This is an optimization exercise on Yosys and OpenROAD, whose aim is small area and a short achievable clock period, not a production implementation.
Function was checked by simulation only, so behaviour that the tests miss may differ from the original.
Power is estimated from default activity; no workload was simulated.

== build 28 ==
Design divTop, start of the top module:
module divTop (
    input  logic        clk,
    input  logic        arstN,
    input  logic        inValid,
    input  logic [15:0] dividend,
    input  logic [15:0] divisor,
    output logic        outValid,
    output logic [15:0] quotient,
    output logic [15:0] remainder,
    output logic        err
);
Settings: LEC_CHECK=0, ABC_AREA=1, CAP_MARGIN=20, CORE_MARGIN=2, CORE_UTILIZATION=40, CTS_BUF_LIST=sky130_fd_sc_hd__clkbuf_16, CTS_CLUSTER_DIAMETER=150, CTS_CLUSTER_SIZE=25, SLEW_MARGIN=20; clock period 11.0 ns.
standard.sh (not shown) runs the stock make flow with config.mk's settings and CLKGATE_MAP_FILE= SYNTH_SCRIPT=/design/flow/synth_recipe.tcl, a recipe that flattens the netlist after the stock synthesis.
==> flow/flow/run.sh <==
#!/bin/bash
# Standard layout (the standard.sh), with timing repair aiming a few ns below the clock
# period (flow/margin.txt, passed as SETUP_SLACK_MARGIN) and any extra ORFS make variables
# listed one per line in flow/extra.txt. The whole output goes to standard_flow.log here.
set -euo pipefail
cd "$(dirname "$0")/.."
MARGIN=$(cat flow/margin.txt)
ARGS=()
if [[ -f flow/extra.txt ]]; then
  while IFS= read -r line; do
    [[ -n "$line" ]] && ARGS+=("$line")
  done < flow/extra.txt
fi
bash standard.sh "SETUP_SLACK_MARGIN=$MARGIN" "${ARGS[@]}" finish > standard_flow.log 2>&1
==> flow/flow/extra.txt <==
BUFFER_PORTS_ARGS=-buffer_cell sky130_fd_sc_hd__buf_2
==> flow/flow/margin.txt <==
7.2
Build 28 reached the end of the flow, and the finished layout is clean on the timing, DRC and antenna checks.
Inputs modified between build 28 and build 16:
==> flow/flow/extra.txt <==
BUFFER_PORTS_ARGS=-buffer_cell sky130_fd_sc_hd__buf_2
SYNTH_OPERATIONS_ARGS=-booth
==> flow/flow/margin.txt <==
7.5
==> notes.md <==
Summary — fraction of the yosys area taken by sequential cells, build 16 relative to build 28: higher, by 5.5 points. Sequential share of layout area: build 16 < build 28. NOTE cell area power density build 28->build 16 decreased by a few percent. Looking at global routing usage summed across all routing layers, build 16 sits 2.0 points lower than build 28 does. Build 16 -> build 28: number of enable-type register cells in the synthesized netlist delta 0, exact match. From build 28 to build 16, sink count of the clock tree did not move at all. Synthesized area per cell, build 16 and build 28: lower on build 28. Relative to build 28, the final cell area reported for build 16 is higher. Of build 16 and build 28, the higher final cell count belongs to build 28. sky130_fd_sc_hd__fa_1 as the worst-path cell with the longest stage delay was reported by build 28, and sky130_fd_sc_hd__fa_2 by build 16. On aggregate routed wire length, build 16 does better than build 28. Looking at per-cell routed wire length, build 16 sits 0.44% higher than build 28 does.
What build 41 does differently from build 16 at the input level:
==> flow/flow/extra.txt <==
BUFFER_PORTS_ARGS=-buffer_cell sky130_fd_sc_hd__buf_2
==> flow/flow/margin.txt <==
7.35
--- outcome ---
Build 41 did not stop at any stage, and its layout met the timing, DRC and antenna checks.
The compound-cell area share of the yosys netlist reported for build 41 is greater than that of build 16 by 0.93 points.
Of build 16 and build 41, the higher slew at the pin closest to its max-slew limit belongs to build 41.
When build 41 is set beside build 16, its clock group share of total power turns out to be 0.8 points smaller.
Delta (build 41 minus build 16): layout net count shows an increase of about 20%; final weighted congestion in routability-driven placement shows an increase of 0.096.
Inputs modified between build 41 and build 6:
==> flow/flow/margin.txt <==
8.1
==> notes.md <==
- Diff build 41 -> build 6 | sequential cell area share | decrease of 6.7 points
- Compared with build 41, build 6 shows a higher register-to-register slack.
- Build 41 → build 6: final cell count shows an increase of 139, final critical-path setup slack +0.18 ns, worst hold slack after final layout barely changed.
The following lists how build 77 was set up differently from build 6:
- TNS_END_PERCENT newly set to 10
==> flow/flow/margin.txt <==
7.8
[compare] base=build 6 new=build 77: wire length of the first global-routing pass shrank by about 10%; area growth from synthesis to layout shrank by 18 points. Build 77 has switching power share of the total below what build 6 had. In summary, build 77 completed successfully, with a layout that passed the timing, DRC and antenna checks. When build 77 is measured against build 6, its fmax turns out 1.2 MHz lower. Compared with build 6, in build 77 fraction of area in clock buffers and inverters increased by 0.45 points relative to the old numbers; share of power burned in the clock network now sits higher; tightest hold margin went down by 0.0074 ns; minimum clock period after layout went up 0.013 ns. Taking build 6 as the reference, in build 77 die area has remained practically unchanged, wire length has decreased.


before:
divTop again, from the RTL that the note above started with.
clock: 11.0 ns
lec_check: 0
cap_margin: 20
core_margin: 2
core_utilization: 40
cts_buf_list: sky130_fd_sc_hd__clkbuf_16
cts_cluster_diameter: 150
cts_cluster_size: 25
slew_margin: 20
==> flow/flow/extra.txt <==
BUFFER_PORTS_ARGS=-buffer_cell sky130_fd_sc_hd__buf_2
==> flow/flow/margin.txt <==
7
Scripts as last shown in full above: flow/flow/run.sh
before: full flow OK, the timing, DRC and antenna checks passed
For after, these inputs were changed with respect to before:
Settings: ABC_AREA: unset -> 1; TNS_END_PERCENT: unset -> 10.
==> flow/flow/margin.txt <==
7.5
Findings:
In summary, after completed successfully, with a layout that passed the timing, DRC and antenna checks.
Clock share of power was lower in the run labelled after.
Wire length in after is about 33% above before.
Going from before to after, fmax rose 36%; non-clock buffer instance count of the final layout went down; least setup slack across all paths after layout grew by 1.20 ns.
Summary of after over before: synthesized-area fraction occupied by and/or/nand/nor cells went up by 16 points; overall power went up by about 0.34%; relative contribution of combinational cells to total power was more or less identical.


Setup of north:
divTop, a different RTL version from the one above (not shown whole).
Size in the first run: about 1300 cells after synthesis, about 320 flip-flops.
==> flow/config.mk <==
export PLATFORM = sky130hd
export DESIGN_NAME = divTop
export DESIGN_NICKNAME = divTop
export VERILOG_FILES = /design/flow/design.v
export SDC_FILE = /design/flow/constraint.sdc
export NUM_CORES = 4
export LEC_CHECK = 0
export CAP_MARGIN = 20
export CORE_MARGIN = 2
export CORE_UTILIZATION = 40
export CTS_BUF_LIST = sky130_fd_sc_hd__clkbuf_16
export CTS_CLUSTER_DIAMETER = 150
export CTS_CLUSTER_SIZE = 25
export SLEW_MARGIN = 20
==> flow/constraint.sdc <==
create_clock -name core_clock -period 11.0 [get_ports {clk}]
set_input_delay 2.2000 -clock core_clock [delete_from_list [all_inputs] [get_ports {clk}]]
set_output_delay 2.2000 -clock core_clock [all_outputs]
set_load 0.01 [all_outputs]
==> flow/flow/margin.txt <==
6
Scripts as last shown in full above: flow/flow/run.sh, flow/flow/extra.txt
#### Input delta (south over north)
==> flow/flow/margin.txt <==
6.5
diff --git a/flow/config.mk b/flow/config.mk
--- a/flow/config.mk
+++ b/flow/config.mk
@@ -10 +10 @@
-export CORE_UTILIZATION = 40
+export CORE_UTILIZATION = 55
@@ -13,0 +14 @@
+export PLACE_DENSITY = 0.75
Notes after the runs:
south vs north: number of DRC violations after detailed-routing iteration 0 up by more than half
south closes out successfully: all stages finished, all timing, DRC and antenna checks passed.
The run showing the smaller non-clock buffer count is north.
Summary of south over north: post-placement setup slack picked up an extra 0.027 ns, number of fill cells saw a decrease, total power grew by 0.047 mW.
Input changes introduced in east (baseline for comparison: south):
==> flow/flow/margin.txt <==
6.75
diff --git a/flow/config.mk b/flow/config.mk
--- a/flow/config.mk
+++ b/flow/config.mk
@@ -10 +10 @@
-export CORE_UTILIZATION = 55
+export CORE_UTILIZATION = 40
@@ -14 +13,0 @@
-export PLACE_DENSITY = 0.75
## What came out
east vs. south: global-route wire length before repair saw an increase, overall power after layout climbed 1.6%, final non-filler cell total grew by 143, maximum clock frequency grew by 4.5%.
Summary of the comparison: via count is higher in east, relative to south.
Summary of east over south: final-layout non-clock buffer area share picked up an extra 0.90 points, part of the total power dissipated in the clock network now smaller, full die area higher.
Input-level comparison between west and east:
==> flow/flow/margin.txt <==
6.5
==> comparison <==
west: all stages complete, timing, DRC and antenna checks passed
Compared east against west; flip-flop and latch count within noise.
The routed length per instance in west sits 3.1% below the value recorded for east.
west against east: weighted congestion reported at the end of routability-driven placement up 2.8%; clock skew down 0.0079 ns; final setup slack of the worst path down 0.11 ns.
Total met3 wirelength after detailed routing: higher on east
Tightest hold margin deteriorates in west relative to east.


Setup of raven:
divTop again, from the RTL that the note above started with.
clock: 11.0 ns
lec_check: 0
abc_area: 1
cap_margin: 20
core_margin: 2
core_utilization: 40
cts_buf_list: sky130_fd_sc_hd__clkbuf_16
cts_cluster_diameter: 150
cts_cluster_size: 25
slew_margin: 20
==> flow/flow/margin.txt <==
7
Scripts as last shown in full above: flow/flow/run.sh, flow/flow/extra.txt
## Diff of input files: maple against raven
==> flow/flow/margin.txt <==
6
Notes after the runs:
- The flow did not stop early for maple: all stages ran, and the layout cleared the timing, DRC and antenna checks.
- Footprint of the multi-input gates is higher on raven
- Compare raven and maple | post-layout minimum cycle time lower: raven
- On wire length the detailed router placed on met1, raven and maple are neck and neck.
- Total grt overflow: maple vs raven — no meaningful difference
- Against raven, via count in maple fell slightly.
- Sort raven and maple by average wire per cell in the routed design, ascending, and maple comes first.
- maple reports its critical-path cell with the highest stage delay as fa_1 while raven reports fa_2.
- The core of maple is less densely filled than that of raven.
- Compared with raven, in maple max-slew headroom at the worst pin shrank by 0.29 points, total power shrank by about 0.36%, part of the power in registers grew by 0.2 points.


Setup of run A:
divTop with an RTL version that a note above also has.
Size in the first run: ~2000 cells after synthesis, about 320 flip-flops, roughly 69 I/O pins, about 0.015 mm2 of cells after synthesis.
==> flow/design.v (excerpt) <==
module divTop (
    input  logic        clk,
    input  logic        arstN,
    input  logic        inValid,
    input  logic [15:0] dividend,
    input  logic [15:0] divisor,
    output logic        outValid,
    output logic [15:0] quotient,
    output logic [15:0] remainder,
    output logic        err
);
Settings: LEC_CHECK=0, ABC_AREA=1, CAP_MARGIN=20, CORE_MARGIN=2, CORE_UTILIZATION=40, CTS_BUF_LIST=sky130_fd_sc_hd__clkbuf_16, CTS_CLUSTER_DIAMETER=150, CTS_CLUSTER_SIZE=25, SETUP_SLACK_MARGIN=5, SLEW_MARGIN=20; clock period 11.0 ns.
run.sh (not shown) runs the stock make flow with config.mk's settings and CLKGATE_MAP_FILE= SYNTH_SCRIPT=/design/flow/synth_recipe.tcl, a recipe that flattens the netlist after the stock synthesis.
Stock flow here: none of the scripts above is used.
Having completed the whole flow, run A delivered a layout that passed the timing, DRC and antenna checks.
Input-level comparison between run B and run A:
==> flow/flow/run.sh (new file) <==
#!/bin/bash
# Standard layout (the standard.sh), with timing repair aiming a few ns below the clock
# period (flow/margin.txt, passed as SETUP_SLACK_MARGIN) and any extra ORFS make variables
# listed one per line in flow/extra.txt. The whole output goes to standard_flow.log here.
set -euo pipefail
cd "$(dirname "$0")/.."
MARGIN=$(cat flow/margin.txt)
ARGS=()
if [[ -f flow/extra.txt ]]; then
  while IFS= read -r line; do
    [[ -n "$line" ]] && ARGS+=("$line")
  done < flow/extra.txt
fi
bash standard.sh "SETUP_SLACK_MARGIN=$MARGIN" "${ARGS[@]}" finish > standard_flow.log 2>&1
==> flow/flow/extra.txt (new file) <==
BUFFER_PORTS_ARGS=-buffer_cell sky130_fd_sc_hd__buf_2
==> flow/flow/margin.txt (new file) <==
7.5
==> flow/standard.sh (new file) <==
#!/bin/bash
# synth_recipe.tcl (not shown) runs the flow's synth.tcl, then flattens the netlist and writes it again
# the make line also repeats each setting of config.mk as NAME=value (left out here)
make -C /OpenROAD-flow-scripts/flow DESIGN_CONFIG=/design/flow/config.mk WORK_HOME=/design/flow/orfs CLKGATE_MAP_FILE= SYNTH_SCRIPT=/design/flow/synth_recipe.tcl "${@:-finish}"
-- flow/config.mk --
<<< run A, line 10
export CORE_MARGIN = 2
export CORE_UTILIZATION = 40
export CTS_BUF_LIST = sky130_fd_sc_hd__clkbuf_16
>>> run B, line 10
export CORE_MARGIN = 2
export CORE_UTILIZATION = 50
export CTS_BUF_LIST = sky130_fd_sc_hd__clkbuf_16
<<< run A, line 14
export CTS_CLUSTER_SIZE = 25
export SETUP_SLACK_MARGIN = 5
export SLEW_MARGIN = 20
>>> run B, line 14
export CTS_CLUSTER_SIZE = 25
export SLEW_MARGIN = 20
removed: flow/run.sh
[summary]
Diff run A..run B | post-route setup TNS | unchanged. Run B vs run A — fraction of area in multi-input gates rose 2.3 points. Floorplan check, run B vs run A: die outline smaller in run B. Via count of the first global-routing pass shrinks by a few percent when moving from run A to run B.
## Diff of input files: run C against run B
==> flow/flow/run.sh <==
#!/bin/bash
# Standard layout (the standard.sh) with three changes:
#  - timing repair aims flow/margin.txt ns below the clock period (SETUP_SLACK_MARGIN),
#  - yosys maps carry lookahead ($lcu) with flow/lcu.v instead of Kogge-Stone,
#  - any extra ORFS make variables listed one per line in flow/extra.txt.
# The whole output goes to standard_flow.log here; ORFS's own logs are under orfs/logs.
set -euo pipefail
cd "$(dirname "$0")/.."
MARGIN=$(cat flow/margin.txt)
ARGS=()
if [[ -f flow/lcu.v ]]; then
  ARGS+=("SYNTH_OPERATIONS_ARGS=-extra-map $PWD/flow/lcu.v")
fi
if [[ -f flow/extra.txt ]]; then
  while IFS= read -r line; do
    [[ -n "$line" ]] && ARGS+=("$line")
  done < flow/extra.txt
fi
bash standard.sh "SETUP_SLACK_MARGIN=$MARGIN" "${ARGS[@]}" finish > standard_flow.log 2>&1
==> flow/flow/lcu.v (new file) <==
// Carry lookahead for yosys's $lcu: Brent-Kung for every carry, except the top two,
// which come from a balanced (Sklansky) tree so the carry out stays at log2 depth.
(* techmap_celltype = "$lcu" *)
module _80_lcu_hybrid (P, G, CI, CO);
	parameter WIDTH = 2;

	(* force_downto *)
	input [WIDTH-1:0] P, G;
	input CI;

	(* force_downto *)
	output reg [WIDTH-1:0] CO;

	integer i, j, k;
	(* force_downto *)
	reg [WIDTH-1:0] p, g, ps, gs;

	wire [1023:0] _TECHMAP_DO_ = "proc; opt -fast";

	always @* begin
		p = P;
		g = G;
		g[0] = g[0] | (p[0] & CI);
		ps = p;
		gs = g;

		// Sklansky: at level i every position with bit i set takes in the group
		// that ends just below its aligned block of 2**i
		for (i = 0; i < $clog2(WIDTH); i = i + 1) begin
			for (j = 0; j < WIDTH; j = j + 1) begin
				if ((j >> i) & 1) begin
					k = ((j >> (i + 1)) << (i + 1)) + (1 << i) - 1;
					gs[j] = gs[j] | ps[j] & gs[k];
					ps[j] = ps[j] & ps[k];
				end
			end
		end

		// Brent-Kung
		for (i = 1; i <= $clog2(WIDTH); i = i+1) begin
			for (j = 2**i - 1; j < WIDTH; j = j + 2**i) begin
				g[j] = g[j] | p[j] & g[j - 2**(i-1)];
				p[j] = p[j] & p[j - 2**(i-1)];
			end
		end
		for (i = $clog2(WIDTH); i > 0; i = i-1) begin
			for (j = 2**i + 2**(i-1) - 1; j < WIDTH; j = j + 2**i) begin
				g[j] = g[j] | p[j] & g[j - 2**(i-1)];
				p[j] = p[j] & p[j - 2**(i-1)];
			end
		end

		CO = g;
		CO[WIDTH-1] = gs[WIDTH-1];
		if (WIDTH > 1)
			CO[WIDTH-2] = gs[WIDTH-2];
	end
endmodule
-- flow/config.mk --
<<< run B, line 10
export CORE_MARGIN = 2
export CORE_UTILIZATION = 50
export CTS_BUF_LIST = sky130_fd_sc_hd__clkbuf_16
>>> run C, line 10
export CORE_MARGIN = 2
export CORE_UTILIZATION = 40
export CTS_BUF_LIST = sky130_fd_sc_hd__clkbuf_16
## What came out
- In the metrics for run C and run B, the one carrying the lower required arrival time at the worst endpoint is run B.
- Part of the power in combinational logic came out lower on run C than on run B.
- The final reports for run C and run B show core box area higher in the former.
- On run C: post-CTS resize count is 57 higher than what run B gave.
- Standard-cell row count was lower in run B than in run C.
- Combinational power: run C < run B
For run D, these inputs were changed with respect to run C:
==> flow/flow/run.sh <==
#!/bin/bash
# Standard layout (the standard.sh), with timing repair aiming a few ns below the clock
# period (flow/margin.txt, passed as SETUP_SLACK_MARGIN) and any extra ORFS make variables
# listed one per line in flow/extra.txt. The whole output goes to standard_flow.log here.
set -euo pipefail
cd "$(dirname "$0")/.."
MARGIN=$(cat flow/margin.txt)
ARGS=()
if [[ -f flow/extra.txt ]]; then
  while IFS= read -r line; do
    [[ -n "$line" ]] && ARGS+=("$line")
  done < flow/extra.txt
fi
bash standard.sh "SETUP_SLACK_MARGIN=$MARGIN" "${ARGS[@]}" finish > standard_flow.log 2>&1
-- flow/config.mk --
<<< run C, line 10
export CORE_MARGIN = 2
export CORE_UTILIZATION = 40
export CTS_BUF_LIST = sky130_fd_sc_hd__clkbuf_16
>>> run D, line 10
export CORE_MARGIN = 2
export CORE_UTILIZATION = 60
export CTS_BUF_LIST = sky130_fd_sc_hd__clkbuf_16
removed: flow/flow/lcu.v
Post-detailed-route wirelength per cell (run C / run D): 0.859. Summed instance area of the synthesized netlist of run D exceeds that of run C by a little under 10%. [run D vs run C] wire length the detailed router placed on met1: higher in run D.
What run E does differently from run D at the input level:
==> flow/flow/extra.txt <==
BUFFER_PORTS_ARGS=-buffer_cell sky130_fd_sc_hd__buf_2
ADDER_MAP_FILE=
-- flow/config.mk --
<<< run D, line 10
export CORE_MARGIN = 2
export CORE_UTILIZATION = 60
export CTS_BUF_LIST = sky130_fd_sc_hd__clkbuf_16
>>> run E, line 10
export CORE_MARGIN = 2
export CORE_UTILIZATION = 40
export CTS_BUF_LIST = sky130_fd_sc_hd__clkbuf_16
Results
[run E vs run D] synthesized area: higher in run E. Run E vs. run D: longest individual stage delay on the worst path went down by 130 ps. Diff run E and run D: standard-cell row count lower in run D. Per the comparison of run E with run D, overall power saw a decrease, critical path depth fell 1, fraction of area in multi-input gates now smaller. The run with more routed wire is run E, not run D. Run E ended up with a_1[5]$_DFF_P_ as its end point of the critical path; run D ended up with r_4[3]$_DFF_P_. Full die area (run D / run E): 0.66. Between run E and run D, detailed-routing iteration count for the pre-antenna-repair pass is higher for run D, run E comes in under that. Run E gives less internal power than run D did.

==> re-timing with driven ports <==
In the flow no input, the clock included, has a driving cell. The finished layouts below were timed again as built, in two steps. Step 1 assumes that a clkbuf_16 drives the clock port and a buf_2 every other input. Step 2 moves the port delays by t, midway between the first and last clock arrival at a register: inputs arrive t later, outputs are due t later. That takes back most of the time a late clock gives input paths. Three values: ideal, step 1, step 2; two values: the first two.
run | t, ns | setup slack, ns | worst data-port slew with drivers (ns)
build 28 | 0.544 | 7.509 / 7.509 / 7.322 | 0.04
build 16 | 0.551 | 7.099 / 7.099 / 7.099 | 0.03
build 41 | 0.544 | 7.609 / 7.609 / 7.325 | 0.04
build 6 | 0.554 | 7.793 / 7.751 / 7.560 | 0.05
build 77 | 0.558 | 7.780 / 7.753 / 7.458 | 0.04
before | 0.542 | 6.506 / 6.506 / 6.506 | 0.04
after | 0.543 | 7.707 / 7.707 / 7.325 | 0.04
north | 0.547 | 6.346 / 6.346 / 6.346 | 0.04
south | 0.542 | 6.572 / 6.572 / 6.572 | 0.03
east | 0.546 | 6.764 / 6.764 / 6.764 | 0.03
west | 0.548 | 6.657 / 6.657 / 6.657 | 0.04
raven | 0.560 | 7.154 / 7.154 / 7.115 | 0.04
maple | 0.560 | 6.927 / 6.927 / 6.927 | 0.03
run A | 0.546 | 7.138 / 7.138 / 6.971 | 0.05
run B | 0.548 | 7.679 / 7.679 / 7.365 | 0.03
run C | 0.554 | 7.319 / 7.319 / 7.259 | 0.03
run D | 0.541 | 7.641 / 7.641 / 7.387 | 0.03
run E | 0.555 | 7.322 / 7.334 / 6.778 | 0.05
After both steps every run listed still meets setup and hold. For run E, which loses most, drivers alone change the setup slack by +0.012 ns; drivers and shift together by -0.544 ns.
